From an optimization exercise on the open Yosys and OpenROAD flow, aimed at small area, a short achievable clock period and few clock cycles per item; shortcuts taken in it are not production practice.
No functional check of the RTL was part of this run.

==> flow/run.sh <==
#!/bin/bash
# synth_recipe.tcl (not shown) runs the flow's synth.tcl, then flattens the netlist and writes it again
# the make line also repeats each setting of config.mk as NAME=value (left out here)
make -C /OpenROAD-flow-scripts/flow DESIGN_CONFIG=/design/flow/config.mk WORK_HOME=/design/flow/orfs CLKGATE_MAP_FILE= SYNTH_SCRIPT=/design/flow/synth_recipe.tcl finish
==> flow/design.v <==
package iir_df1_biquad_axis_pkg;
    localparam int unsigned acc_guard_bits = 3;
endpackage
module iir_fa (
    input  logic a,
    input  logic b,
    input  logic c,
    output logic s,
    output logic co
);
    assign s  = a ^ b ^ c;
    assign co = (a & b) | (a & c) | (b & c);
endmodule
module iir_ha (
    input  logic a,
    input  logic b,
    output logic s,
    output logic co
);
    assign s  = a ^ b;
    assign co = a & b;
endmodule
module iir_x2 (
    input  logic a,
    input  logic b,
    output logic s
);
    assign s = a ^ b;
endmodule
module iir_mj (
    input  logic a,
    input  logic b,
    input  logic c,
    output logic co
);
    assign co = (a & b) | (a & c) | (b & c);
endmodule
module iir_mjn (
    input  logic a,
    input  logic b,
    input  logic cn,
    output logic co
);
    assign co = (a & b) | (a & ~cn) | (b & ~cn);
endmodule
module iir_df1_biquad_axis
#(
    parameter int unsigned coeff_width  = 16,
    parameter int unsigned inout_width  = 16,
    parameter int unsigned scale_factor = 14,
    parameter int          a1_int_coeff = -31880,
    parameter int          a2_int_coeff = 15531,
    parameter int          bo_int_coeff = 167,
    parameter int          b1_int_coeff = -302,
    parameter int          b2_int_coeff = 167
) (
    input  logic                          clk,
    input  logic                          rst,
    input  logic                          s_axis_tvalid,
    input  logic signed [inout_width-1:0] s_axis_tdata,
    output logic                          m_axis_tready,
    output logic signed [inout_width-1:0] m_axis_tdata,
    output logic                          m_axis_tvalid
);
    logic        v1_q, v2_q, v3_q;        
    logic [15:0] hx1_q, hx2_q;            
    logic [15:0] y1_q;                    
    logic [15:0] yb_q;                    
    logic signed [17:0] r, t_d, t_q;
    logic [31:0]  ga_d, ga_q;
    logic [31:7] gb_d, gb_q;
    logic         gc_d, gc_q;
    logic [31:14] acc;
    logic         hi_ok;
    logic [15:0]  y_sat;
    assign r   = 18'(signed'(hx2_q)) - 18'(signed'(hx1_q)) * 18'sd2;
    assign t_d = 18'(signed'(s_axis_tdata)) + r;
    logic gt1, gt2, gt3, gt4, gt5, gt6, gt7, gt8, gt9, gt10, gt11, gt12;
    logic gt13, gt14, gt15, gt16, gt17, gt18, gt19, gt20, gt21, gt22, gt23, gt24;
    logic gt25, gt26, gt27, gt28, gt29, gt30, gt31, gt32, gt33, gt34, gt35, gt36;
    logic gt37, gt38, gt39, gt40, gt41, gt42, gt43, gt44, gt45, gt46, gt47, gt48;
    logic gt49, gt50, gt51, gt52, gt53, gt54, gt55, gt56, gt57, gt58, gt59, gt60;
    logic gt61, gt62, gt63, gt64, gt65, gt66, gt67, gt68, gt69, gt70, gt71, gt72;
    logic gt73, gt74, gt75, gt76, gt77, gt78, gt79, gt80, gt81, gt82, gt83, gt84;
    logic gt85, gt86, gt87, gt88, gt89, gt90, gt91, gt92, gt93, gt94, gt95, gt96;
    logic gt97, gt98, gt99, gt100, gt101, gt102, gt103, gt104, gt105, gt106, gt107, gt108;
    logic gt109, gt110, gt111, gt112, gt113, gt114, gt115, gt116, gt117, gt118, gt119, gt120;
    logic gt121, gt122, gt123, gt124, gt125, gt126, gt127, gt128, gt129, gt130, gt131, gt132;
    logic gt133, gt134, gt135, gt136, gt137, gt138, gt139, gt140, gt141, gt142, gt143, gt144;
    logic gt145, gt146, gt147, gt148, gt149, gt150, gt151, gt152, gt153, gt154, gt155, gt156;
    logic gt157, gt158, gt159, gt160, gt161, gt162, gt163, gt164, gt165, gt166, gt167, gt168;
    logic gt169, gt170, gt171, gt172, gt173, gt174, gt175, gt176, gt177, gt178, gt179, gt180;
    logic gt181, gt182, gt183, gt184, gt185, gt186, gt187, gt188, gt189, gt190, gt191, gt192;
    logic gt193, gt194, gt195, gt196, gt197, gt198, gt199, gt200, gt201, gt202, gt203, gt204;
    logic gt205, gt206, gt207, gt208, gt209, gt210, gt211, gt212, gt213, gt214, gt215, gt216;
    logic gt217, gt218, gt219, gt220, gt221, gt222, gt223, gt224, gt225, gt226, gt227, gt228;
    logic gt229, gt230, gt231, gt232, gt233, gt234, gt235, gt236, gt237, gt238, gt239, gt240;
    logic gt241, gt242, gt243, gt244, gt245, gt246, gt247, gt248, gt249, gt250, gt251, gt252;
    logic gt253, gt254, gt255, gt256, gt257, gt258, gt259, gt260, gt261, gt262, gt263, gt264;
    logic gt265, gt266, gt267, gt268, gt269, gt270, gt271, gt272, gt273, gt274, gt275, gt276;
    logic gt277, gt278, gt279, gt280, gt281, gt282, gt283, gt284, gt285, gt286, gt287, gt288;
    logic gt289, gt290, gt291, gt292, gt293, gt294, gt295, gt296, gt297, gt298, gt299, gt300;
    logic gt301, gt302, gt303, gt304, gt305, gt306, gt307, gt308, gt309, gt310, gt311, gt312;
    logic gt313, gt314, gt315, gt316, gt317, gt318, gt319, gt320, gt321, gt322, gt323, gt324;
    logic gt325, gt326, gt327, gt328, gt329, gt330, gt331, gt332, gt333, gt334, gt335, gt336;
    logic gt337, gt338, gt339, gt340, gt341, gt342, gt343, gt344, gt345, gt346, gt347, gt348;
    logic gt349, gt350, gt351, gt352, gt353, gt354, gt355, gt356, gt357, gt358, gt359, gt360;
    logic gt361, gt362, gt363, gt364, gt365, gt366, gt367, gt368, gt369, gt370, gt371, gt372;
    logic gt373, gt374, gt375, gt376, gt377, gt378, gt379, gt380, gt381, gt382, gt383, gt384;
    logic gt385, gt386, gt387, gt388, gt389, gt390, gt391, gt392, gt393, gt394, gt395, gt396;
    logic gt397, gt398, gt399, gt400, gt401, gt402, gt403, gt404;
    iir_ha u_gt1 (.a(t_q[8]), .b(yb_q[0]), .s(gt1), .co(gt2));
    iir_fa u_gt3 (.a(t_q[6]), .b(t_q[4]), .c(t_q[2]), .s(gt3), .co(gt4));
    iir_ha u_gt5 (.a(t_q[10]), .b(yb_q[2]), .s(gt5), .co(gt6));
    iir_fa u_gt7 (.a(t_q[7]), .b(t_q[5]), .c(t_q[3]), .s(gt7), .co(gt8));
    iir_fa u_gt9 (.a(t_q[8]), .b(t_q[6]), .c(t_q[4]), .s(gt9), .co(gt10));
    iir_fa u_gt11 (.a(hx2_q[6]), .b(yb_q[11]), .c(yb_q[9]), .s(gt11), .co(gt12));
    iir_fa u_gt13 (.a(t_q[9]), .b(t_q[7]), .c(t_q[5]), .s(gt13), .co(gt14));
    iir_fa u_gt15 (.a(hx2_q[7]), .b(yb_q[12]), .c(yb_q[10]), .s(gt15), .co(gt16));
    iir_fa u_gt17 (.a(t_q[10]), .b(t_q[8]), .c(t_q[6]), .s(gt17), .co(gt18));
    iir_fa u_gt19 (.a(hx2_q[8]), .b(yb_q[13]), .c(yb_q[11]), .s(gt19), .co(gt20));
    iir_ha u_gt21 (.a(t_q[14]), .b(yb_q[6]), .s(gt21), .co(gt22));
    iir_fa u_gt23 (.a(t_q[11]), .b(t_q[9]), .c(t_q[7]), .s(gt23), .co(gt24));
    iir_fa u_gt25 (.a(hx2_q[9]), .b(yb_q[14]), .c(yb_q[12]), .s(gt25), .co(gt26));
    iir_ha u_gt27 (.a(t_q[15]), .b(yb_q[15]), .s(gt27), .co(gt28));
    iir_fa u_gt29 (.a(t_q[12]), .b(t_q[10]), .c(t_q[8]), .s(gt29), .co(gt30));
    iir_fa u_gt31 (.a(hx2_q[10]), .b(yb_q[13]), .c(yb_q[11]), .s(gt31), .co(gt32));
    iir_ha u_gt33 (.a(yb_q[9]), .b(yb_q[5]), .s(gt33), .co(gt34));
    iir_ha u_gt35 (.a(t_q[16]), .b(yb_q[8]), .s(gt35), .co(gt36));
    iir_fa u_gt37 (.a(t_q[13]), .b(t_q[11]), .c(t_q[9]), .s(gt37), .co(gt38));
    iir_fa u_gt39 (.a(hx2_q[11]), .b(yb_q[14]), .c(yb_q[12]), .s(gt39), .co(gt40));
    iir_ha u_gt41 (.a(yb_q[10]), .b(yb_q[6]), .s(gt41), .co(gt42));
    iir_ha u_gt43 (.a(t_q[17]), .b(t_q[14]), .s(gt43), .co(gt44));
    assign gt45 = gt43 | gt44;
    iir_fa u_gt46 (.a(t_q[12]), .b(t_q[10]), .c(hx2_q[12]), .s(gt46), .co(gt47));
    iir_fa u_gt48 (.a(yb_q[15]), .b(yb_q[9]), .c(yb_q[3]), .s(gt48), .co(gt49));
    iir_ha u_gt50 (.a(yb_q[13]), .b(yb_q[11]), .s(gt50), .co(gt51));
    iir_ha u_gt52 (.a(t_q[15]), .b(t_q[13]), .s(gt52), .co(gt53));
    assign gt54 = gt52 | gt53;
    iir_fa u_gt55 (.a(t_q[11]), .b(hx2_q[13]), .c(yb_q[14]), .s(gt55), .co(gt56));
    iir_ha u_gt57 (.a(yb_q[12]), .b(yb_q[8]), .s(gt57), .co(gt58));
    iir_ha u_gt59 (.a(t_q[16]), .b(t_q[14]), .s(gt59), .co(gt60));
    assign gt61 = gt59 | gt60;
    iir_fa u_gt62 (.a(t_q[12]), .b(hx2_q[14]), .c(yb_q[13]), .s(gt62), .co(gt63));
    iir_ha u_gt64 (.a(t_q[17]), .b(hx2_q[15]), .s(gt64), .co(gt65));
    assign gt66 = ~(t_q[17] | hx2_q[15]);
    iir_ha u_gt67 (.a(t_q[2]), .b(t_q[0]), .s(gt67), .co(gt68));
    iir_fa u_gt69 (.a(t_q[3]), .b(t_q[1]), .c(hx2_q[1]), .s(gt69), .co(gt70));
    iir_ha u_gt71 (.a(yb_q[6]), .b(yb_q[4]), .s(gt71), .co(gt72));
    iir_fa u_gt73 (.a(t_q[4]), .b(t_q[2]), .c(t_q[0]), .s(gt73), .co(gt74));
    iir_fa u_gt75 (.a(hx2_q[2]), .b(yb_q[7]), .c(yb_q[5]), .s(gt75), .co(gt76));
    iir_ha u_gt77 (.a(yb_q[3]), .b(yb_q[1]), .s(gt77), .co(gt78));
    iir_fa u_gt79 (.a(t_q[5]), .b(t_q[3]), .c(t_q[1]), .s(gt79), .co(gt80));
    iir_fa u_gt81 (.a(hx2_q[3]), .b(yb_q[8]), .c(yb_q[6]), .s(gt81), .co(gt82));
    assign gt83 = ~gt1;
    iir_fa u_gt84 (.a(yb_q[4]), .b(yb_q[2]), .c(gt83), .s(gt84), .co(gt85));
    iir_fa u_gt86 (.a(hx2_q[4]), .b(yb_q[9]), .c(yb_q[7]), .s(gt86), .co(gt87));
    assign gt88 = ~t_q[9];
    iir_fa u_gt89 (.a(gt88), .b(yb_q[5]), .c(yb_q[3]), .s(gt89), .co(gt90));
    assign gt91 = ~gt3;
    iir_fa u_gt92 (.a(yb_q[1]), .b(gt2), .c(gt91), .s(gt92), .co(gt93));
    iir_fa u_gt94 (.a(hx2_q[5]), .b(yb_q[10]), .c(yb_q[8]), .s(gt94), .co(gt95));
    iir_fa u_gt96 (.a(yb_q[6]), .b(yb_q[4]), .c(yb_q[0]), .s(gt96), .co(gt97));
    assign gt98 = ~gt5;
    iir_fa u_gt99 (.a(gt4), .b(gt98), .c(gt7), .s(gt99), .co(gt100));
    iir_fa u_gt101 (.a(yb_q[7]), .b(yb_q[5]), .c(yb_q[1]), .s(gt101), .co(gt102));
    iir_fa u_gt103 (.a(t_q[11]), .b(yb_q[3]), .c(gt6), .s(gt103), .co(gt104));
    iir_fa u_gt105 (.a(gt8), .b(gt9), .c(gt11), .s(gt105), .co(gt106));
    iir_fa u_gt107 (.a(yb_q[8]), .b(yb_q[6]), .c(yb_q[2]), .s(gt107), .co(gt108));
    iir_fa u_gt109 (.a(gt10), .b(gt12), .c(gt13), .s(gt109), .co(gt110));
    assign gt111 = ~gt15;
    iir_fa u_gt112 (.a(t_q[12]), .b(yb_q[4]), .c(gt111), .s(gt112), .co(gt113));
    iir_fa u_gt114 (.a(yb_q[9]), .b(yb_q[7]), .c(yb_q[3]), .s(gt114), .co(gt115));
    iir_fa u_gt116 (.a(gt14), .b(gt16), .c(gt17), .s(gt116), .co(gt117));
    assign gt118 = ~gt19;
    iir_fa u_gt119 (.a(t_q[13]), .b(yb_q[5]), .c(gt118), .s(gt119), .co(gt120));
    iir_fa u_gt121 (.a(yb_q[10]), .b(yb_q[8]), .c(yb_q[4]), .s(gt121), .co(gt122));
    iir_fa u_gt123 (.a(gt18), .b(gt20), .c(gt23), .s(gt123), .co(gt124));
    assign gt125 = ~gt25;
    iir_fa u_gt126 (.a(yb_q[0]), .b(gt21), .c(gt125), .s(gt126), .co(gt127));
    assign gt128 = ~gt33;
    iir_fa u_gt129 (.a(yb_q[7]), .b(yb_q[1]), .c(gt128), .s(gt129), .co(gt130));
    iir_fa u_gt131 (.a(gt24), .b(gt26), .c(gt29), .s(gt131), .co(gt132));
    assign gt133 = ~gt31;
    iir_fa u_gt134 (.a(gt22), .b(gt27), .c(gt133), .s(gt134), .co(gt135));
    assign gt136 = ~yb_q[2];
    iir_fa u_gt137 (.a(gt136), .b(gt34), .c(gt41), .s(gt137), .co(gt138));
    iir_fa u_gt139 (.a(gt30), .b(gt32), .c(gt37), .s(gt139), .co(gt140));
    assign gt141 = ~gt39;
    iir_fa u_gt142 (.a(gt28), .b(gt35), .c(gt141), .s(gt142), .co(gt143));
    iir_fa u_gt144 (.a(yb_q[7]), .b(gt42), .c(gt50), .s(gt144), .co(gt145));
    iir_fa u_gt146 (.a(gt36), .b(gt43), .c(gt48), .s(gt146), .co(gt147));
    iir_fa u_gt148 (.a(gt38), .b(gt40), .c(gt46), .s(gt148), .co(gt149));
    assign gt150 = ~gt51;
    iir_fa u_gt151 (.a(yb_q[10]), .b(yb_q[4]), .c(gt150), .s(gt151), .co(gt152));
    iir_fa u_gt153 (.a(gt57), .b(gt45), .c(gt47), .s(gt153), .co(gt154));
    assign gt155 = ~gt55;
    iir_fa u_gt156 (.a(gt49), .b(gt52), .c(gt155), .s(gt156), .co(gt157));
    iir_fa u_gt158 (.a(yb_q[15]), .b(yb_q[11]), .c(yb_q[5]), .s(gt158), .co(gt159));
    iir_fa u_gt160 (.a(yb_q[9]), .b(gt58), .c(gt54), .s(gt160), .co(gt161));
    assign gt162 = ~gt59;
    iir_fa u_gt163 (.a(gt56), .b(gt162), .c(gt62), .s(gt163), .co(gt164));
    iir_fa u_gt165 (.a(t_q[15]), .b(t_q[13]), .c(yb_q[14]), .s(gt165), .co(gt166));
    assign gt167 = ~yb_q[10];
    iir_fa u_gt168 (.a(yb_q[12]), .b(gt167), .c(yb_q[6]), .s(gt168), .co(gt169));
    iir_fa u_gt170 (.a(gt64), .b(gt61), .c(gt63), .s(gt170), .co(gt171));
    iir_ha u_gt172 (.a(t_q[16]), .b(t_q[14]), .s(gt172), .co(gt173));
    assign gt174 = gt172 | gt173;
    iir_fa u_gt175 (.a(yb_q[15]), .b(yb_q[13]), .c(yb_q[7]), .s(gt175), .co(gt176));
    iir_ha u_gt177 (.a(yb_q[11]), .b(gt66), .s(gt177), .co(gt178));
    iir_fa u_gt179 (.a(t_q[17]), .b(yb_q[14]), .c(yb_q[8]), .s(gt179), .co(gt180));
    iir_ha u_gt181 (.a(t_q[1]), .b(yb_q[4]), .s(gt181), .co(gt182));
    iir_fa u_gt183 (.a(hx2_q[0]), .b(yb_q[5]), .c(yb_q[3]), .s(gt183), .co(gt184));
    iir_ha u_gt185 (.a(t_q[5]), .b(yb_q[1]), .s(gt185), .co(gt186));
    assign gt187 = ~t_q[5] & yb_q[1];
    assign gt188 = ~t_q[6];
    iir_fa u_gt189 (.a(gt188), .b(yb_q[2]), .c(yb_q[0]), .s(gt189), .co(gt190));
    iir_fa u_gt191 (.a(gt68), .b(gt71), .c(gt69), .s(gt191), .co(gt192));
    assign gt193 = ~t_q[7];
    iir_fa u_gt194 (.a(gt193), .b(gt72), .c(gt77), .s(gt194), .co(gt195));
    iir_fa u_gt196 (.a(gt70), .b(gt73), .c(gt75), .s(gt196), .co(gt197));
    iir_fa u_gt198 (.a(gt78), .b(gt74), .c(gt76), .s(gt198), .co(gt199));
    iir_fa u_gt200 (.a(gt79), .b(gt81), .c(gt84), .s(gt200), .co(gt201));
    iir_fa u_gt202 (.a(gt80), .b(gt82), .c(gt86), .s(gt202), .co(gt203));
    assign gt204 = ~gt92;
    iir_fa u_gt205 (.a(gt89), .b(gt85), .c(gt204), .s(gt205), .co(gt206));
    iir_fa u_gt207 (.a(gt87), .b(gt90), .c(gt94), .s(gt207), .co(gt208));
    assign gt209 = ~gt93;
    iir_fa u_gt210 (.a(gt96), .b(gt209), .c(gt99), .s(gt210), .co(gt211));
    iir_fa u_gt212 (.a(gt95), .b(gt97), .c(gt101), .s(gt212), .co(gt213));
    assign gt214 = ~gt103;
    iir_fa u_gt215 (.a(gt100), .b(gt214), .c(gt105), .s(gt215), .co(gt216));
    iir_fa u_gt217 (.a(gt102), .b(gt107), .c(gt106), .s(gt217), .co(gt218));
    assign gt219 = ~gt109;
    iir_fa u_gt220 (.a(gt104), .b(gt219), .c(gt112), .s(gt220), .co(gt221));
    iir_fa u_gt222 (.a(gt108), .b(gt114), .c(gt110), .s(gt222), .co(gt223));
    assign gt224 = ~gt116;
    iir_fa u_gt225 (.a(gt113), .b(gt224), .c(gt119), .s(gt225), .co(gt226));
    iir_fa u_gt227 (.a(gt115), .b(gt121), .c(gt117), .s(gt227), .co(gt228));
    assign gt229 = ~gt123;
    iir_fa u_gt230 (.a(gt120), .b(gt229), .c(gt126), .s(gt230), .co(gt231));
    iir_fa u_gt232 (.a(gt122), .b(gt124), .c(gt131), .s(gt232), .co(gt233));
    iir_fa u_gt234 (.a(gt129), .b(gt127), .c(gt134), .s(gt234), .co(gt235));
    iir_fa u_gt236 (.a(gt130), .b(gt135), .c(gt142), .s(gt236), .co(gt237));
    iir_fa u_gt238 (.a(gt137), .b(gt132), .c(gt139), .s(gt238), .co(gt239));
    iir_fa u_gt240 (.a(gt138), .b(gt144), .c(gt140), .s(gt240), .co(gt241));
    assign gt242 = ~gt148;
    iir_fa u_gt243 (.a(gt143), .b(gt146), .c(gt242), .s(gt243), .co(gt244));
    iir_fa u_gt245 (.a(gt145), .b(gt149), .c(gt153), .s(gt245), .co(gt246));
    iir_fa u_gt247 (.a(gt151), .b(gt147), .c(gt156), .s(gt247), .co(gt248));
    iir_fa u_gt249 (.a(gt158), .b(gt152), .c(gt157), .s(gt249), .co(gt250));
    iir_fa u_gt251 (.a(gt154), .b(gt160), .c(gt163), .s(gt251), .co(gt252));
    assign gt253 = ~gt165;
    iir_fa u_gt254 (.a(gt159), .b(gt253), .c(gt168), .s(gt254), .co(gt255));
    iir_fa u_gt256 (.a(gt161), .b(gt164), .c(gt170), .s(gt256), .co(gt257));
    iir_fa u_gt258 (.a(gt169), .b(gt172), .c(gt175), .s(gt258), .co(gt259));
    iir_fa u_gt260 (.a(gt166), .b(gt177), .c(gt171), .s(gt260), .co(gt261));
    iir_fa u_gt262 (.a(t_q[15]), .b(yb_q[12]), .c(gt174), .s(gt262), .co(gt263));
    assign gt264 = ~gt178;
    iir_fa u_gt265 (.a(gt176), .b(gt179), .c(gt264), .s(gt265), .co(gt266));
    iir_ha u_gt267 (.a(t_q[16]), .b(yb_q[15]), .s(gt267), .co(gt268));
    assign gt269 = gt267 | gt268;
    assign gt270 = ~yb_q[13];
    iir_fa u_gt271 (.a(gt270), .b(yb_q[9]), .c(gt180), .s(gt271), .co(gt272));
    iir_ha u_gt273 (.a(t_q[17]), .b(yb_q[10]), .s(gt273), .co(gt274));
    iir_ha u_gt275 (.a(t_q[0]), .b(yb_q[3]), .s(gt275), .co(gt276));
    assign gt277 = ~t_q[4];
    iir_fa u_gt278 (.a(gt277), .b(yb_q[2]), .c(yb_q[0]), .s(gt278), .co(gt279));
    assign gt280 = ~gt185;
    iir_fa u_gt281 (.a(gt182), .b(gt280), .c(gt67), .s(gt281), .co(gt282));
    iir_fa u_gt283 (.a(gt187), .b(gt184), .c(gt189), .s(gt283), .co(gt284));
    iir_fa u_gt285 (.a(gt190), .b(gt194), .c(gt192), .s(gt285), .co(gt286));
    iir_fa u_gt287 (.a(gt195), .b(gt197), .c(gt198), .s(gt287), .co(gt288));
    iir_fa u_gt289 (.a(gt199), .b(gt202), .c(gt201), .s(gt289), .co(gt290));
    iir_fa u_gt291 (.a(gt203), .b(gt207), .c(gt206), .s(gt291), .co(gt292));
    iir_fa u_gt293 (.a(gt208), .b(gt212), .c(gt211), .s(gt293), .co(gt294));
    iir_fa u_gt295 (.a(gt213), .b(gt216), .c(gt217), .s(gt295), .co(gt296));
    assign gt297 = ~gt221;
    iir_fa u_gt298 (.a(gt218), .b(gt297), .c(gt222), .s(gt298), .co(gt299));
    assign gt300 = ~gt226;
    iir_fa u_gt301 (.a(gt223), .b(gt300), .c(gt227), .s(gt301), .co(gt302));
    assign gt303 = ~gt231;
    iir_fa u_gt304 (.a(gt228), .b(gt303), .c(gt232), .s(gt304), .co(gt305));
    assign gt306 = ~gt233;
    iir_fa u_gt307 (.a(gt306), .b(gt235), .c(gt236), .s(gt307), .co(gt308));
    assign gt309 = ~gt237;
    iir_fa u_gt310 (.a(gt309), .b(gt239), .c(gt240), .s(gt310), .co(gt311));
    assign gt312 = ~gt244;
    iir_fa u_gt313 (.a(gt241), .b(gt312), .c(gt245), .s(gt313), .co(gt314));
    assign gt315 = ~gt246;
    iir_fa u_gt316 (.a(gt315), .b(gt248), .c(gt249), .s(gt316), .co(gt317));
    assign gt318 = ~gt252;
    iir_fa u_gt319 (.a(gt254), .b(gt250), .c(gt318), .s(gt319), .co(gt320));
    assign gt321 = ~gt257;
    iir_fa u_gt322 (.a(gt255), .b(gt258), .c(gt321), .s(gt322), .co(gt323));
    assign gt324 = ~gt262;
    iir_fa u_gt325 (.a(gt259), .b(gt324), .c(gt265), .s(gt325), .co(gt326));
    iir_fa u_gt327 (.a(gt267), .b(gt271), .c(gt266), .s(gt327), .co(gt328));
    assign gt329 = ~gt273;
    iir_fa u_gt330 (.a(yb_q[14]), .b(gt269), .c(gt329), .s(gt330), .co(gt331));
    iir_ha u_gt332 (.a(yb_q[15]), .b(yb_q[11]), .s(gt332), .co(gt333));
    assign gt334 = ~(yb_q[15] | yb_q[11]);
    iir_ha u_gt335 (.a(t_q[1]), .b(yb_q[1]), .s(gt335), .co(gt336));
    assign gt337 = ~t_q[1] & yb_q[1];
    assign gt338 = ~t_q[2];
    iir_fa u_gt339 (.a(gt338), .b(yb_q[2]), .c(yb_q[0]), .s(gt339), .co(gt340));
    assign gt341 = ~t_q[3];
    iir_fa u_gt342 (.a(gt341), .b(yb_q[1]), .c(gt275), .s(gt342), .co(gt343));
    iir_fa u_gt344 (.a(gt276), .b(gt181), .c(gt278), .s(gt344), .co(gt345));
    iir_fa u_gt346 (.a(gt279), .b(gt183), .c(gt281), .s(gt346), .co(gt347));
    iir_fa u_gt348 (.a(gt282), .b(gt283), .c(gt191), .s(gt348), .co(gt349));
    iir_fa u_gt350 (.a(gt284), .b(gt196), .c(gt285), .s(gt350), .co(gt351));
    iir_fa u_gt352 (.a(gt286), .b(gt287), .c(gt200), .s(gt352), .co(gt353));
    iir_fa u_gt354 (.a(gt288), .b(gt205), .c(gt289), .s(gt354), .co(gt355));
    iir_fa u_gt356 (.a(gt210), .b(gt290), .c(gt291), .s(gt356), .co(gt357));
    iir_fa u_gt358 (.a(gt215), .b(gt292), .c(gt293), .s(gt358), .co(gt359));
    assign gt360 = ~gt220;
    iir_fa u_gt361 (.a(gt360), .b(gt294), .c(gt295), .s(gt361), .co(gt362));
    assign gt363 = ~gt225;
    iir_fa u_gt364 (.a(gt363), .b(gt296), .c(gt298), .s(gt364), .co(gt365));
    assign gt366 = ~gt230;
    iir_fa u_gt367 (.a(gt366), .b(gt299), .c(gt301), .s(gt367), .co(gt368));
    assign gt369 = ~gt234;
    iir_fa u_gt370 (.a(gt369), .b(gt302), .c(gt304), .s(gt370), .co(gt371));
    assign gt372 = ~gt307;
    iir_fa u_gt373 (.a(gt238), .b(gt305), .c(gt372), .s(gt373), .co(gt374));
    assign gt375 = ~gt310;
    iir_fa u_gt376 (.a(gt243), .b(gt308), .c(gt375), .s(gt376), .co(gt377));
    assign gt378 = ~gt247;
    iir_fa u_gt379 (.a(gt378), .b(gt311), .c(gt313), .s(gt379), .co(gt380));
    assign gt381 = ~gt316;
    iir_fa u_gt382 (.a(gt251), .b(gt314), .c(gt381), .s(gt382), .co(gt383));
    assign gt384 = ~gt256;
    iir_fa u_gt385 (.a(gt384), .b(gt317), .c(gt319), .s(gt385), .co(gt386));
    assign gt387 = ~gt260;
    iir_fa u_gt388 (.a(gt387), .b(gt320), .c(gt322), .s(gt388), .co(gt389));
    assign gt390 = ~gt261;
    iir_fa u_gt391 (.a(gt390), .b(gt325), .c(gt323), .s(gt391), .co(gt392));
    assign gt393 = ~gt263;
    iir_fa u_gt394 (.a(gt393), .b(gt326), .c(gt327), .s(gt394), .co(gt395));
    assign gt396 = ~gt330;
    iir_fa u_gt397 (.a(gt396), .b(gt272), .c(gt328), .s(gt397), .co(gt398));
    assign gt399 = ~gt274;
    iir_fa u_gt400 (.a(gt332), .b(gt399), .c(gt331), .s(gt400), .co(gt401));
    iir_ha u_gt402 (.a(yb_q[12]), .b(gt334), .s(gt402), .co(gt403));
    assign gt404 = ~yb_q[12] & gt334;
    logic [7:0] g_lo;
    assign g_lo = {1'b0, gt347, gt345, gt343, gt340, gt337, ~t_q[0], t_q[0]} + {1'b0, gt348, gt346, gt344, gt342, gt339, ~gt335, yb_q[0]};
    assign ga_d = {1'b1, 1'b0, ~yb_q[14], ~yb_q[13], gt404, gt401, ~gt398, ~gt395, ~gt392, ~gt389, ~gt386, gt383, gt380, ~gt377, gt374, gt371, gt368, gt365, gt362, gt359, gt357, gt355, gt353, gt351, gt349, g_lo[6:0]};
    assign gb_d = {1'b0, 1'b0, yb_q[15], yb_q[14], yb_q[13], ~gt402, gt400, ~gt397, ~gt394, ~gt391, ~gt388, ~gt385, gt382, gt379, ~gt376, gt373, gt370, gt367, gt364, gt361, gt358, gt356, gt354, gt352, gt350};
    assign gc_d = g_lo[7];
    logic lt1, lt2, lt3, lt4, lt5, lt6, lt7, lt8, lt9, lt10, lt11, lt12;
    logic lt13, lt14, lt15, lt16, lt17, lt18, lt19, lt20, lt21, lt22, lt23, lt24;
    logic lt25, lt26, lt27, lt28, lt29, lt30, lt31, lt32, lt33, lt34, lt35, lt36;
    logic lt37, lt38, lt39, lt40, lt41, lt42, lt43, lt44, lt45, lt46, lt47, lt48;
    logic lt49, lt50, lt51, lt52, lt53, lt54, lt55, lt56, lt57, lt58, lt59, lt60;
    logic lt61, lt62, lt63, lt64, lt65, lt66, lt67, lt68, lt69, lt70, lt71, lt72;
    logic lt73, lt74, lt75, lt76, lt77, lt78, lt79, lt80, lt81, lt82, lt83, lt84;
    logic lt85, lt86, lt87, lt88, lt89, lt90, lt91, lt92, lt93, lt94, lt95, lt96;
    logic lt97, lt98, lt99, lt100, lt101, lt102, lt103, lt104, lt105, lt106, lt107, lt108;
    logic lt109, lt110, lt111, lt112, lt113, lt114, lt115, lt116, lt117, lt118, lt119, lt120;
    logic lt121, lt122, lt123, lt124, lt125, lt126, lt127, lt128, lt129, lt130, lt131, lt132;
    logic lt133, lt134, lt135, lt136, lt137, lt138, lt139, lt140, lt141, lt142, lt143, lt144;
    logic lt145, lt146, lt147, lt148, lt149, lt150, lt151, lt152, lt153, lt154, lt155, lt156;
    logic lt157, lt158, lt159, lt160, lt161, lt162, lt163, lt164, lt165, lt166, lt167, lt168;
    logic lt169, lt170, lt171, lt172, lt173, lt174, lt175, lt176, lt177, lt178, lt179, lt180;
    logic lt181, lt182, lt183, lt184, lt185, lt186, lt187, lt188, lt189, lt190, lt191, lt192;
    logic lt193, lt194, lt195, lt196, lt197, lt198, lt199, lt200, lt201, lt202, lt203, lt204;
    logic lt205, lt206;
    iir_x2 u_lt1 (.a(ga_q[7]), .b(gb_q[7]), .s(lt1));
    assign lt2 = ga_q[7] & gb_q[7];
    iir_x2 u_lt3 (.a(ga_q[8]), .b(gb_q[8]), .s(lt3));
    assign lt4 = ga_q[8] & gb_q[8];
    iir_x2 u_lt5 (.a(ga_q[9]), .b(gb_q[9]), .s(lt5));
    assign lt6 = ga_q[9] & gb_q[9];
    iir_x2 u_lt7 (.a(ga_q[10]), .b(gb_q[10]), .s(lt7));
    iir_x2 u_lt8 (.a(lt7), .b(y1_q[7]), .s(lt8));
    iir_mj u_lt9 (.a(ga_q[10]), .b(gb_q[10]), .c(y1_q[7]), .co(lt9));
    iir_x2 u_lt10 (.a(ga_q[11]), .b(gb_q[11]), .s(lt10));
    iir_x2 u_lt11 (.a(lt10), .b(y1_q[8]), .s(lt11));
    iir_mj u_lt12 (.a(ga_q[11]), .b(gb_q[11]), .c(y1_q[8]), .co(lt12));
    iir_x2 u_lt13 (.a(ga_q[12]), .b(gb_q[12]), .s(lt13));
    iir_x2 u_lt14 (.a(lt13), .b(y1_q[9]), .s(lt14));
    iir_mj u_lt15 (.a(ga_q[12]), .b(gb_q[12]), .c(y1_q[9]), .co(lt15));
    iir_x2 u_lt16 (.a(ga_q[13]), .b(gb_q[13]), .s(lt16));
    iir_x2 u_lt17 (.a(lt16), .b(y1_q[10]), .s(lt17));
    iir_mj u_lt18 (.a(ga_q[13]), .b(gb_q[13]), .c(y1_q[10]), .co(lt18));
    iir_x2 u_lt19 (.a(ga_q[14]), .b(gb_q[14]), .s(lt19));
    iir_x2 u_lt20 (.a(lt19), .b(y1_q[11]), .s(lt20));
    iir_mj u_lt21 (.a(ga_q[14]), .b(gb_q[14]), .c(y1_q[11]), .co(lt21));
    iir_x2 u_lt22 (.a(ga_q[15]), .b(gb_q[15]), .s(lt22));
    iir_x2 u_lt23 (.a(lt22), .b(y1_q[12]), .s(lt23));
    iir_mj u_lt24 (.a(ga_q[15]), .b(gb_q[15]), .c(y1_q[12]), .co(lt24));
    iir_x2 u_lt25 (.a(y1_q[8]), .b(y1_q[0]), .s(lt25));
    assign lt26 = y1_q[8] & y1_q[0];
    iir_x2 u_lt27 (.a(ga_q[16]), .b(gb_q[16]), .s(lt27));
    iir_x2 u_lt28 (.a(lt27), .b(y1_q[13]), .s(lt28));
    iir_mj u_lt29 (.a(ga_q[16]), .b(gb_q[16]), .c(y1_q[13]), .co(lt29));
    iir_x2 u_lt30 (.a(y1_q[9]), .b(y1_q[6]), .s(lt30));
    iir_x2 u_lt31 (.a(lt30), .b(y1_q[1]), .s(lt31));
    iir_mjn u_lt32 (.a(y1_q[9]), .b(y1_q[1]), .cn(y1_q[6]), .co(lt32));
    iir_x2 u_lt33 (.a(ga_q[17]), .b(gb_q[17]), .s(lt33));
    iir_x2 u_lt34 (.a(lt33), .b(y1_q[14]), .s(lt34));
    iir_mj u_lt35 (.a(ga_q[17]), .b(gb_q[17]), .c(y1_q[14]), .co(lt35));
    iir_x2 u_lt36 (.a(y1_q[10]), .b(y1_q[7]), .s(lt36));
    iir_x2 u_lt37 (.a(lt36), .b(y1_q[2]), .s(lt37));
    iir_mjn u_lt38 (.a(y1_q[10]), .b(y1_q[2]), .cn(y1_q[7]), .co(lt38));
    iir_x2 u_lt39 (.a(ga_q[18]), .b(gb_q[18]), .s(lt39));
    iir_x2 u_lt40 (.a(lt39), .b(y1_q[11]), .s(lt40));
    iir_mj u_lt41 (.a(ga_q[18]), .b(gb_q[18]), .c(y1_q[11]), .co(lt41));
    iir_x2 u_lt42 (.a(y1_q[15]), .b(y1_q[8]), .s(lt42));
    iir_x2 u_lt43 (.a(lt42), .b(y1_q[3]), .s(lt43));
    iir_mjn u_lt44 (.a(y1_q[15]), .b(y1_q[8]), .cn(y1_q[3]), .co(lt44));
    iir_x2 u_lt45 (.a(ga_q[19]), .b(gb_q[19]), .s(lt45));
    iir_x2 u_lt46 (.a(lt45), .b(y1_q[12]), .s(lt46));
    iir_mj u_lt47 (.a(ga_q[19]), .b(gb_q[19]), .c(y1_q[12]), .co(lt47));
    iir_x2 u_lt48 (.a(y1_q[9]), .b(y1_q[4]), .s(lt48));
    assign lt49 = ~y1_q[9] & y1_q[4];
    iir_x2 u_lt50 (.a(ga_q[20]), .b(gb_q[20]), .s(lt50));
    iir_x2 u_lt51 (.a(lt50), .b(y1_q[13]), .s(lt51));
    iir_mj u_lt52 (.a(ga_q[20]), .b(gb_q[20]), .c(y1_q[13]), .co(lt52));
    iir_x2 u_lt53 (.a(y1_q[10]), .b(y1_q[5]), .s(lt53));
    assign lt54 = ~y1_q[10] & y1_q[5];
    iir_x2 u_lt55 (.a(ga_q[21]), .b(gb_q[21]), .s(lt55));
    iir_x2 u_lt56 (.a(lt55), .b(y1_q[14]), .s(lt56));
    iir_mj u_lt57 (.a(ga_q[21]), .b(gb_q[21]), .c(y1_q[14]), .co(lt57));
    iir_x2 u_lt58 (.a(y1_q[11]), .b(y1_q[6]), .s(lt58));
    assign lt59 = ~y1_q[11] & y1_q[6];
    iir_x2 u_lt60 (.a(ga_q[22]), .b(gb_q[22]), .s(lt60));
    iir_x2 u_lt61 (.a(lt60), .b(y1_q[7]), .s(lt61));
    iir_mj u_lt62 (.a(ga_q[22]), .b(gb_q[22]), .c(y1_q[7]), .co(lt62));
    iir_x2 u_lt63 (.a(y1_q[15]), .b(y1_q[12]), .s(lt63));
    assign lt64 = ~y1_q[15] & ~y1_q[12];
    iir_x2 u_lt65 (.a(ga_q[23]), .b(gb_q[23]), .s(lt65));
    iir_x2 u_lt66 (.a(lt65), .b(y1_q[8]), .s(lt66));
    iir_mj u_lt67 (.a(ga_q[23]), .b(gb_q[23]), .c(y1_q[8]), .co(lt67));
    iir_x2 u_lt68 (.a(ga_q[24]), .b(gb_q[24]), .s(lt68));
    assign lt69 = ga_q[24] & gb_q[24];
    iir_x2 u_lt70 (.a(ga_q[25]), .b(gb_q[25]), .s(lt70));
    assign lt71 = ga_q[25] & gb_q[25];
    iir_x2 u_lt72 (.a(gc_q), .b(y1_q[4]), .s(lt72));
    assign lt73 = gc_q & y1_q[4];
    iir_x2 u_lt74 (.a(y1_q[5]), .b(y1_q[1]), .s(lt74));
    iir_x2 u_lt75 (.a(lt74), .b(lt2), .s(lt75));
    iir_mj u_lt76 (.a(y1_q[5]), .b(y1_q[1]), .c(lt2), .co(lt76));
    iir_x2 u_lt77 (.a(y1_q[6]), .b(y1_q[2]), .s(lt77));
    iir_x2 u_lt78 (.a(lt77), .b(lt4), .s(lt78));
    iir_mj u_lt79 (.a(y1_q[6]), .b(y1_q[2]), .c(lt4), .co(lt79));
    iir_x2 u_lt80 (.a(y1_q[3]), .b(lt6), .s(lt80));
    iir_x2 u_lt81 (.a(lt80), .b(lt8), .s(lt81));
    iir_mj u_lt82 (.a(y1_q[3]), .b(lt6), .c(lt8), .co(lt82));
    iir_x2 u_lt83 (.a(y1_q[4]), .b(lt9), .s(lt83));
    iir_x2 u_lt84 (.a(lt83), .b(lt11), .s(lt84));
    iir_mj u_lt85 (.a(y1_q[4]), .b(lt9), .c(lt11), .co(lt85));
    iir_x2 u_lt86 (.a(y1_q[5]), .b(lt12), .s(lt86));
    iir_x2 u_lt87 (.a(lt86), .b(lt14), .s(lt87));
    iir_mj u_lt88 (.a(y1_q[5]), .b(lt12), .c(lt14), .co(lt88));
    iir_x2 u_lt89 (.a(y1_q[6]), .b(lt15), .s(lt89));
    iir_x2 u_lt90 (.a(lt89), .b(lt17), .s(lt90));
    iir_mj u_lt91 (.a(y1_q[6]), .b(lt15), .c(lt17), .co(lt91));
    iir_x2 u_lt92 (.a(y1_q[7]), .b(lt18), .s(lt92));
    iir_x2 u_lt93 (.a(lt92), .b(lt20), .s(lt93));
    iir_mj u_lt94 (.a(y1_q[7]), .b(lt18), .c(lt20), .co(lt94));
    iir_x2 u_lt95 (.a(lt25), .b(lt21), .s(lt95));
    iir_x2 u_lt96 (.a(lt95), .b(lt23), .s(lt96));
    iir_mj u_lt97 (.a(lt25), .b(lt21), .c(lt23), .co(lt97));
    iir_x2 u_lt98 (.a(lt26), .b(lt24), .s(lt98));
    iir_x2 u_lt99 (.a(lt98), .b(lt28), .s(lt99));
    iir_mj u_lt100 (.a(lt26), .b(lt24), .c(lt28), .co(lt100));
    iir_x2 u_lt101 (.a(lt29), .b(lt32), .s(lt101));
    iir_x2 u_lt102 (.a(lt101), .b(lt34), .s(lt102));
    iir_mj u_lt103 (.a(lt29), .b(lt32), .c(lt34), .co(lt103));
    iir_x2 u_lt104 (.a(lt35), .b(lt38), .s(lt104));
    iir_x2 u_lt105 (.a(lt104), .b(lt40), .s(lt105));
    iir_mj u_lt106 (.a(lt35), .b(lt38), .c(lt40), .co(lt106));
    iir_x2 u_lt107 (.a(lt48), .b(lt41), .s(lt107));
    iir_x2 u_lt108 (.a(lt107), .b(lt44), .s(lt108));
    iir_mjn u_lt109 (.a(lt48), .b(lt44), .cn(lt41), .co(lt109));
    iir_x2 u_lt110 (.a(lt49), .b(lt47), .s(lt110));
    iir_x2 u_lt111 (.a(lt110), .b(lt51), .s(lt111));
    iir_mj u_lt112 (.a(lt49), .b(lt47), .c(lt51), .co(lt112));
    iir_x2 u_lt113 (.a(lt54), .b(lt52), .s(lt113));
    iir_x2 u_lt114 (.a(lt113), .b(lt56), .s(lt114));
    iir_mj u_lt115 (.a(lt54), .b(lt52), .c(lt56), .co(lt115));
    iir_x2 u_lt116 (.a(lt59), .b(lt63), .s(lt116));
    iir_x2 u_lt117 (.a(lt116), .b(lt57), .s(lt117));
    iir_mj u_lt118 (.a(lt59), .b(lt63), .c(lt57), .co(lt118));
    iir_x2 u_lt119 (.a(lt64), .b(lt62), .s(lt119));
    iir_x2 u_lt120 (.a(lt119), .b(lt66), .s(lt120));
    iir_mj u_lt121 (.a(lt64), .b(lt62), .c(lt66), .co(lt121));
    iir_x2 u_lt122 (.a(y1_q[9]), .b(lt68), .s(lt122));
    iir_x2 u_lt123 (.a(lt122), .b(lt67), .s(lt123));
    iir_mj u_lt124 (.a(y1_q[9]), .b(lt68), .c(lt67), .co(lt124));
    iir_x2 u_lt125 (.a(y1_q[15]), .b(y1_q[10]), .s(lt125));
    iir_x2 u_lt126 (.a(lt125), .b(lt69), .s(lt126));
    iir_mj u_lt127 (.a(y1_q[15]), .b(y1_q[10]), .c(lt69), .co(lt127));
    iir_x2 u_lt128 (.a(ga_q[26]), .b(gb_q[26]), .s(lt128));
    iir_x2 u_lt129 (.a(lt128), .b(y1_q[11]), .s(lt129));
    iir_mj u_lt130 (.a(ga_q[26]), .b(gb_q[26]), .c(y1_q[11]), .co(lt130));
    iir_x2 u_lt131 (.a(ga_q[27]), .b(gb_q[27]), .s(lt131));
    assign lt132 = ga_q[27] & gb_q[27];
    iir_x2 u_lt133 (.a(ga_q[28]), .b(gb_q[28]), .s(lt133));
    assign lt134 = ga_q[28] & gb_q[28];
    iir_x2 u_lt135 (.a(ga_q[29]), .b(gb_q[29]), .s(lt135));
    assign lt136 = ga_q[29] & gb_q[29];
    iir_x2 u_lt137 (.a(y1_q[0]), .b(lt72), .s(lt137));
    assign lt138 = y1_q[0] & lt72;
    iir_x2 u_lt139 (.a(lt73), .b(lt3), .s(lt139));
    iir_x2 u_lt140 (.a(lt139), .b(lt75), .s(lt140));
    iir_mj u_lt141 (.a(lt73), .b(lt3), .c(lt75), .co(lt141));
    iir_x2 u_lt142 (.a(lt5), .b(lt78), .s(lt142));
    iir_x2 u_lt143 (.a(lt142), .b(lt76), .s(lt143));
    iir_mj u_lt144 (.a(lt5), .b(lt78), .c(lt76), .co(lt144));
    iir_x2 u_lt145 (.a(y1_q[0]), .b(lt79), .s(lt145));
    iir_x2 u_lt146 (.a(lt145), .b(lt81), .s(lt146));
    iir_mjn u_lt147 (.a(lt79), .b(lt81), .cn(y1_q[0]), .co(lt147));
    iir_x2 u_lt148 (.a(y1_q[1]), .b(lt84), .s(lt148));
    iir_x2 u_lt149 (.a(lt148), .b(lt82), .s(lt149));
    iir_mjn u_lt150 (.a(lt84), .b(lt82), .cn(y1_q[1]), .co(lt150));
    iir_x2 u_lt151 (.a(y1_q[2]), .b(lt87), .s(lt151));
    iir_x2 u_lt152 (.a(lt151), .b(lt85), .s(lt152));
    iir_mjn u_lt153 (.a(lt87), .b(lt85), .cn(y1_q[2]), .co(lt153));
    iir_x2 u_lt154 (.a(y1_q[3]), .b(lt90), .s(lt154));
    iir_x2 u_lt155 (.a(lt154), .b(lt88), .s(lt155));
    iir_mjn u_lt156 (.a(lt90), .b(lt88), .cn(y1_q[3]), .co(lt156));
    iir_x2 u_lt157 (.a(y1_q[4]), .b(lt93), .s(lt157));
    iir_x2 u_lt158 (.a(lt157), .b(lt91), .s(lt158));
    iir_mjn u_lt159 (.a(lt93), .b(lt91), .cn(y1_q[4]), .co(lt159));
    iir_x2 u_lt160 (.a(y1_q[5]), .b(lt96), .s(lt160));
    iir_x2 u_lt161 (.a(lt160), .b(lt94), .s(lt161));
    iir_mjn u_lt162 (.a(lt96), .b(lt94), .cn(y1_q[5]), .co(lt162));
    iir_x2 u_lt163 (.a(lt31), .b(lt99), .s(lt163));
    iir_x2 u_lt164 (.a(lt163), .b(lt97), .s(lt164));
    iir_mjn u_lt165 (.a(lt99), .b(lt97), .cn(lt31), .co(lt165));
    iir_x2 u_lt166 (.a(lt37), .b(lt102), .s(lt166));
    iir_x2 u_lt167 (.a(lt166), .b(lt100), .s(lt167));
    iir_mjn u_lt168 (.a(lt102), .b(lt100), .cn(lt37), .co(lt168));
    iir_x2 u_lt169 (.a(lt43), .b(lt105), .s(lt169));
    iir_x2 u_lt170 (.a(lt169), .b(lt103), .s(lt170));
    iir_mj u_lt171 (.a(lt43), .b(lt105), .c(lt103), .co(lt171));
    iir_x2 u_lt172 (.a(lt46), .b(lt108), .s(lt172));
    iir_x2 u_lt173 (.a(lt172), .b(lt106), .s(lt173));
    iir_mj u_lt174 (.a(lt46), .b(lt108), .c(lt106), .co(lt174));
    iir_x2 u_lt175 (.a(lt53), .b(lt109), .s(lt175));
    iir_x2 u_lt176 (.a(lt175), .b(lt111), .s(lt176));
    iir_mjn u_lt177 (.a(lt53), .b(lt109), .cn(lt111), .co(lt177));
    iir_x2 u_lt178 (.a(lt58), .b(lt114), .s(lt178));
    iir_x2 u_lt179 (.a(lt178), .b(lt112), .s(lt179));
    iir_mjn u_lt180 (.a(lt114), .b(lt112), .cn(lt58), .co(lt180));
    iir_x2 u_lt181 (.a(lt61), .b(lt117), .s(lt181));
    iir_x2 u_lt182 (.a(lt181), .b(lt115), .s(lt182));
    iir_mj u_lt183 (.a(lt61), .b(lt117), .c(lt115), .co(lt183));
    iir_x2 u_lt184 (.a(y1_q[13]), .b(lt118), .s(lt184));
    iir_x2 u_lt185 (.a(lt184), .b(lt120), .s(lt185));
    iir_mjn u_lt186 (.a(lt118), .b(lt120), .cn(y1_q[13]), .co(lt186));
    iir_x2 u_lt187 (.a(y1_q[14]), .b(lt123), .s(lt187));
    iir_x2 u_lt188 (.a(lt187), .b(lt121), .s(lt188));
    iir_mjn u_lt189 (.a(lt123), .b(lt121), .cn(y1_q[14]), .co(lt189));
    iir_x2 u_lt190 (.a(lt70), .b(lt126), .s(lt190));
    iir_x2 u_lt191 (.a(lt190), .b(lt124), .s(lt191));
    iir_mj u_lt192 (.a(lt70), .b(lt126), .c(lt124), .co(lt192));
    iir_x2 u_lt193 (.a(lt71), .b(lt129), .s(lt193));
    iir_x2 u_lt194 (.a(lt193), .b(lt127), .s(lt194));
    iir_mj u_lt195 (.a(lt71), .b(lt129), .c(lt127), .co(lt195));
    iir_x2 u_lt196 (.a(y1_q[12]), .b(lt131), .s(lt196));
    iir_x2 u_lt197 (.a(lt196), .b(lt130), .s(lt197));
    iir_mj u_lt198 (.a(y1_q[12]), .b(lt131), .c(lt130), .co(lt198));
    iir_x2 u_lt199 (.a(y1_q[13]), .b(lt132), .s(lt199));
    iir_x2 u_lt200 (.a(lt199), .b(lt133), .s(lt200));
    iir_mj u_lt201 (.a(y1_q[13]), .b(lt132), .c(lt133), .co(lt201));
    iir_x2 u_lt202 (.a(y1_q[14]), .b(lt134), .s(lt202));
    iir_x2 u_lt203 (.a(lt202), .b(lt135), .s(lt203));
    iir_mj u_lt204 (.a(y1_q[14]), .b(lt134), .c(lt135), .co(lt204));
    iir_x2 u_lt205 (.a(y1_q[15]), .b(lt136), .s(lt205));
    assign lt206 = ~y1_q[15] & lt136;
    logic [31:0] l_sum;
    assign l_sum = {lt206, lt204, lt201, lt198, lt195, lt192, lt189, lt186, lt183, lt180, ~lt177, lt174, lt171, lt168, lt165, lt162, lt159, lt156, lt153, lt150, lt147, lt144, lt141, lt138, lt137, ga_q[6], ga_q[5], ga_q[4], ga_q[3], ga_q[2], ga_q[1], ga_q[0]} + {1'b1, ~lt205, lt203, lt200, lt197, lt194, lt191, ~lt188, ~lt185, lt182, ~lt179, lt176, lt173, lt170, ~lt167, ~lt164, ~lt161, ~lt158, ~lt155, ~lt152, ~lt149, ~lt146, lt143, lt140, lt1, y1_q[3], y1_q[2], y1_q[1], y1_q[0], 1'b0, 1'b0, 1'b0};
    assign acc = l_sum[31:14];
    assign hi_ok = (acc[31:29] == 3'b000) || (acc[31:29] == 3'b111);
    assign y_sat = hi_ok ? acc[29:14] : {acc[31], {15{~acc[31]}}};
    always_ff @(posedge clk) begin
        t_q  <= t_d;
        ga_q <= ga_d;
        gb_q <= gb_d;
        gc_q <= gc_d;
        if (rst) begin
            v1_q  <= 1'b0;
            v2_q  <= 1'b0;
            v3_q  <= 1'b0;
            hx1_q <= '0;
            hx2_q <= '0;
            y1_q  <= '0;
            yb_q  <= '0;
        end else begin
            v1_q <= s_axis_tvalid;
            v2_q <= v1_q;
            v3_q <= v2_q;
            if (s_axis_tvalid) begin
                hx1_q <= s_axis_tdata;
                hx2_q <= hx1_q;
            end
            if (v2_q) begin
                y1_q <= y_sat;
            end
            if (v1_q && v2_q) begin
                yb_q <= y_sat;
            end else if (v1_q || v2_q) begin
                yb_q <= y1_q;
            end
        end
    end
    assign m_axis_tready = 1'b1;
    assign m_axis_tdata  = y1_q;
    assign m_axis_tvalid = v3_q;
endmodule
==> flow/config.mk <==
export PLATFORM = sky130hd
export DESIGN_NAME = iir_df1_biquad_axis
export DESIGN_NICKNAME = iir_df1_biquad_axis
export VERILOG_FILES = /design/flow/design.v
export SDC_FILE = /design/flow/constraint.sdc
export NUM_CORES = 4
export LEC_CHECK = 0
export CAP_MARGIN = 20
export CORE_MARGIN = 2
export CORE_UTILIZATION = 40
export SETUP_SLACK_MARGIN = 3.4
export SLEW_MARGIN = 20
export SYNTH_HIERARCHICAL = 1
export SYNTH_MINIMUM_KEEP_SIZE = 0
==> flow/constraint.sdc <==
create_clock -name core_clock -period 7.0 [get_ports {clk}]
set_input_delay 1.4000 -clock core_clock [delete_from_list [all_inputs] [get_ports {clk}]]
set_output_delay 1.4000 -clock core_clock [all_outputs]
set_load 0.01 [all_outputs]
==> results.yml <==
status:
  outcome: "timing/DRC/antenna clean"
run:
  drv_cap: 0
clock_tree:
  cts_tree: "built"
  cts_buffer_depth: 2
  root_buffer: "clkbuf_16"
  cts_max_level: 4
  clk-insertion-delay-late_ps: 440
  clkSinkCount: 136
  hold_buffers: 0
  clk_pin_slew_worst_paths_ps: 60
  cts_buffers: 17
placement:
  dp_cells: 1640
  hpwl_mm: 22.1
  gp_congestion: 0.868
  io_buffers: 35
  place_area_mm2: 0.0135
floorplanning:
  rows: 64
  die_h_um: 181
  core_area_mm2: 0.0307
  design.die.area_mm2: 0.0326
  fp.dieW_um: 181
  initial_core_util_pct: 40.7
  io_pins: 37
sta:
  setup_tns_ps: 0
  fmax_ghz: 0.249
  finalHoldViolations: 0
  fin_skew_ps: 13.7
  fin_crit_ps: 4020
  whs_ps: 548
  report.final.slew_viol_count: 0
  tightest_slew_ps: 997
  grt_setup_unrepaired: "yes"
  finalSetupViolCount: 0
  min_period_over_period_pct: 57.4
  slew-limit-headroom_pct: 33.5
worst_setup_path:
  critPathTopFamily: "compound AO/OA/AOI/OAI gates"
  crit_top_cell: "xor2_1"
  crit_start: "y1_q[11]"
  r2r-start: "y1_q[11]"
  cp-end-kind: "flip-flop"
  critPathKind: "reg -> reg"
  cp.required_ps: 7340
  crit_path_max_incr_delay_ps: 450
  crit_buf_inv: 3
  cp.arrival_ps: 4360
  critPathSlowestCell: "a2111oi_4"
  path_max_fanout: 5
  path_cells: "maj3_2 > xor2_1 > xor2_1 > xor2_1 > xor2_1 > inv_1 > ha_4 > nand2_4 > o21ai_2 > a21oi_4 > buf_4 > a21oi_4 > nor2_4 > o211a_4 > buf_6 > a2111oi_4 > a211oi_4 > a211oi_2"
  start_kind: "flip-flop"
yosys:
  synth_area_mm2: 0.0125
  synthesis.nets: 1489
  ys_seq_area_share_pct: 21.8
  ys_ff_latch: 136
  syn_inst: 1235
  synth_edf_count: 0
  synthFlopType: "dfxtp_1"
  ys_warn_count: 7
  synth.avg_cell_area_um2: 10.1
  synthArstFlopShare_pct: 0
  yosysUniqueCellTypes: 64
global_route:
  gr-total-overflow: 0
  antenna_found_initial: 0
  grt_max_degree: 65
  grt_pass1_wl_mm: 50.4
  use_met2_pct: 33.6
  grt_use_met1_pct: 25.3
  busiest_layer: "met2"
  grt_pass1_vias: 9426
  track_usage_pct: 19.6
  grtUsageMet3_pct: 2.53
finish:
  design_area_mm2: 0.0158
  syn2layout_area_growth_pct: 26.4
  drive_gt1_share_pct: 26.6
  final_common_cell: "inv_1"
  n_antenna_cell: 0
  fin_cells: 1781
  final_cell_mix: "inv_1 (167), fa_1 (158), xor2_1 (134)"
  final_core_util_pct: 51.5
  nets: 1626
route:
  ant_nets: 0
  first_pass_iters: 6
  avgRoutedWirePerCell_um: 17.2
  via_per_inst: 5.02
  drt_wl_total_mm: 30.7
  drc: 0
  drtIter0Drc: 403
  route.vias.total: 8947
hold_path:
  holdCritPathClass: "reg -> reg"
  min-delay-start: "hx1_q[13]"
per-module statistics from Yosys, one instance, submodules excluded:
module               area [um^2]  flip-flops and latches  cells inside  copies in the design
iir_ha                      12.5                       0             1                    26
iir_df1_biquad_axis         7420                     136           860                     1
iir_fa                      20.0                       0             1                   143
iir_mj                      11.3                       0             1                    42
iir_mjn                     15.0                       0             2                    16
iir_x2                      8.76                       0             1                   132
cell type report:
cell class                 instances  area (um^2)
fill                            2720        14900
tap                              396          495
multi-input combinational        896         9930
inverter                         176          668
clock inverter                    15          165
clock buffer                      17          425
sequential                       136         2780
timing repair buffer             145         1310
worst register-to-register path, cell delays in order (launching register included):
cell and delay (ps):
dfxtp_4 370, maj3_2 340, xor2_1 180, xor2_1 260, xor2_1 260, xor2_1 170, inv_1 100, ha_4 280
nand2_4 60, o21ai_2 180, a21oi_4 70, buf_4 160, a21oi_4 180, nor2_4 80, o211a_4 310, buf_6 150
a2111oi_4 450, a211oi_4 110, a211oi_2 220
timing repair:
item / in CTS / in global routing
buffers inserted: 81 / 25
cloned: 3 / 0
endpoints found under the hold margin: 0 / 0
pin swaps: 97 / 80
endpoints found under the setup margin: 40 / 36
gates resized for setup: 125 / 59
registers in the layout (all words and copies together), names as in the netlist, 16 cells and up:
| name | count |
|---|---|
| hx2_q | 16 |
| gb_q | 23 |
| yb_q | 16 |
| t_q | 18 |
| ga_q | 27 |
| y1_q | 16 |
| hx1_q | 16 |
kinds of logic after synthesis:
family | count (synthesis) | synth area share, %
xor+xnor | 157 | 11.0
flops | 136 | 21.8
other cells | 1 | 0.0300
buf+inv | 205 | 6.24
mux | 50 | 4.17
fa+ha+maj | 293 | 38.4
compound gates | 179 | 10.2
simple gates | 214 | 8.14
final timing paths:
kind,endpoint,slack [ps],cells after the start
hold / removal,hx1_q[13],550,2
hold reg to reg,hx1_q[13],550,2
setup / recovery,y1_q[4],2980,18
setup reg to reg,y1_q[4],2980,18
layer usage:
| layer | up-vias | wire (um) |
|---|---|---|
| met2 | 167 | 15300 |
| li1 | 4333 | - |
| met5 | - | 0 |
| met1 | 4395 | 13800 |
| met4 | 0 | 762 |
| met3 | 52 | 888 |
stage by stage:
stage               setup slack [ps]
finish                          2980
global placement                2440
CTS                             3070
detailed placement              2370
global route                    2880
floorplan                       3300
cell usage after synthesis (19+ instances only):
master,n,share of area (%)
mux2i_1,36,2.9
a211oi_1,29,1.7
inv_1,176,5.3
fa_1,159,26
ha_1,76,7.6
dfxtp_1,136,22
nor2_1,92,2.8
nand2_1,28,0.84
xor2_1,140,9.8
clkbuf_1,24,0.72
nor2b_1,19,0.95
o21ai_0,35,1.4
a21oi_1,39,1.6
maj3_2,58,5.2

==> what the ideal ports hide <==
The flow's constraints put no driver on any port. The routed layout listed below was extracted and timed again, unchanged, in two steps. Step 1: set_driving_cell puts a clkbuf_16 on clk and a buf_2 on each other input, an assumption about the parent block. Step 2 adds t to the input delays and takes it off the output delays; t is the mean of the earliest and latest rising clock arrival at the registers after step 1. Input paths then give back, and output paths get back, about the clock's delay inside the block. Three values: ideal, step 1, step 2; two values: the first two.
shift t [ns]: 0.476
setup slack, ns: 2.982 / 2.982 / 2.982
hold slack, ns: 0.548 / 0.548 / 0.548
After both steps setup and hold are still met in this run. For this run, drivers alone change the setup slack by 0.000 ns; drivers and shift together by 0.000 ns.
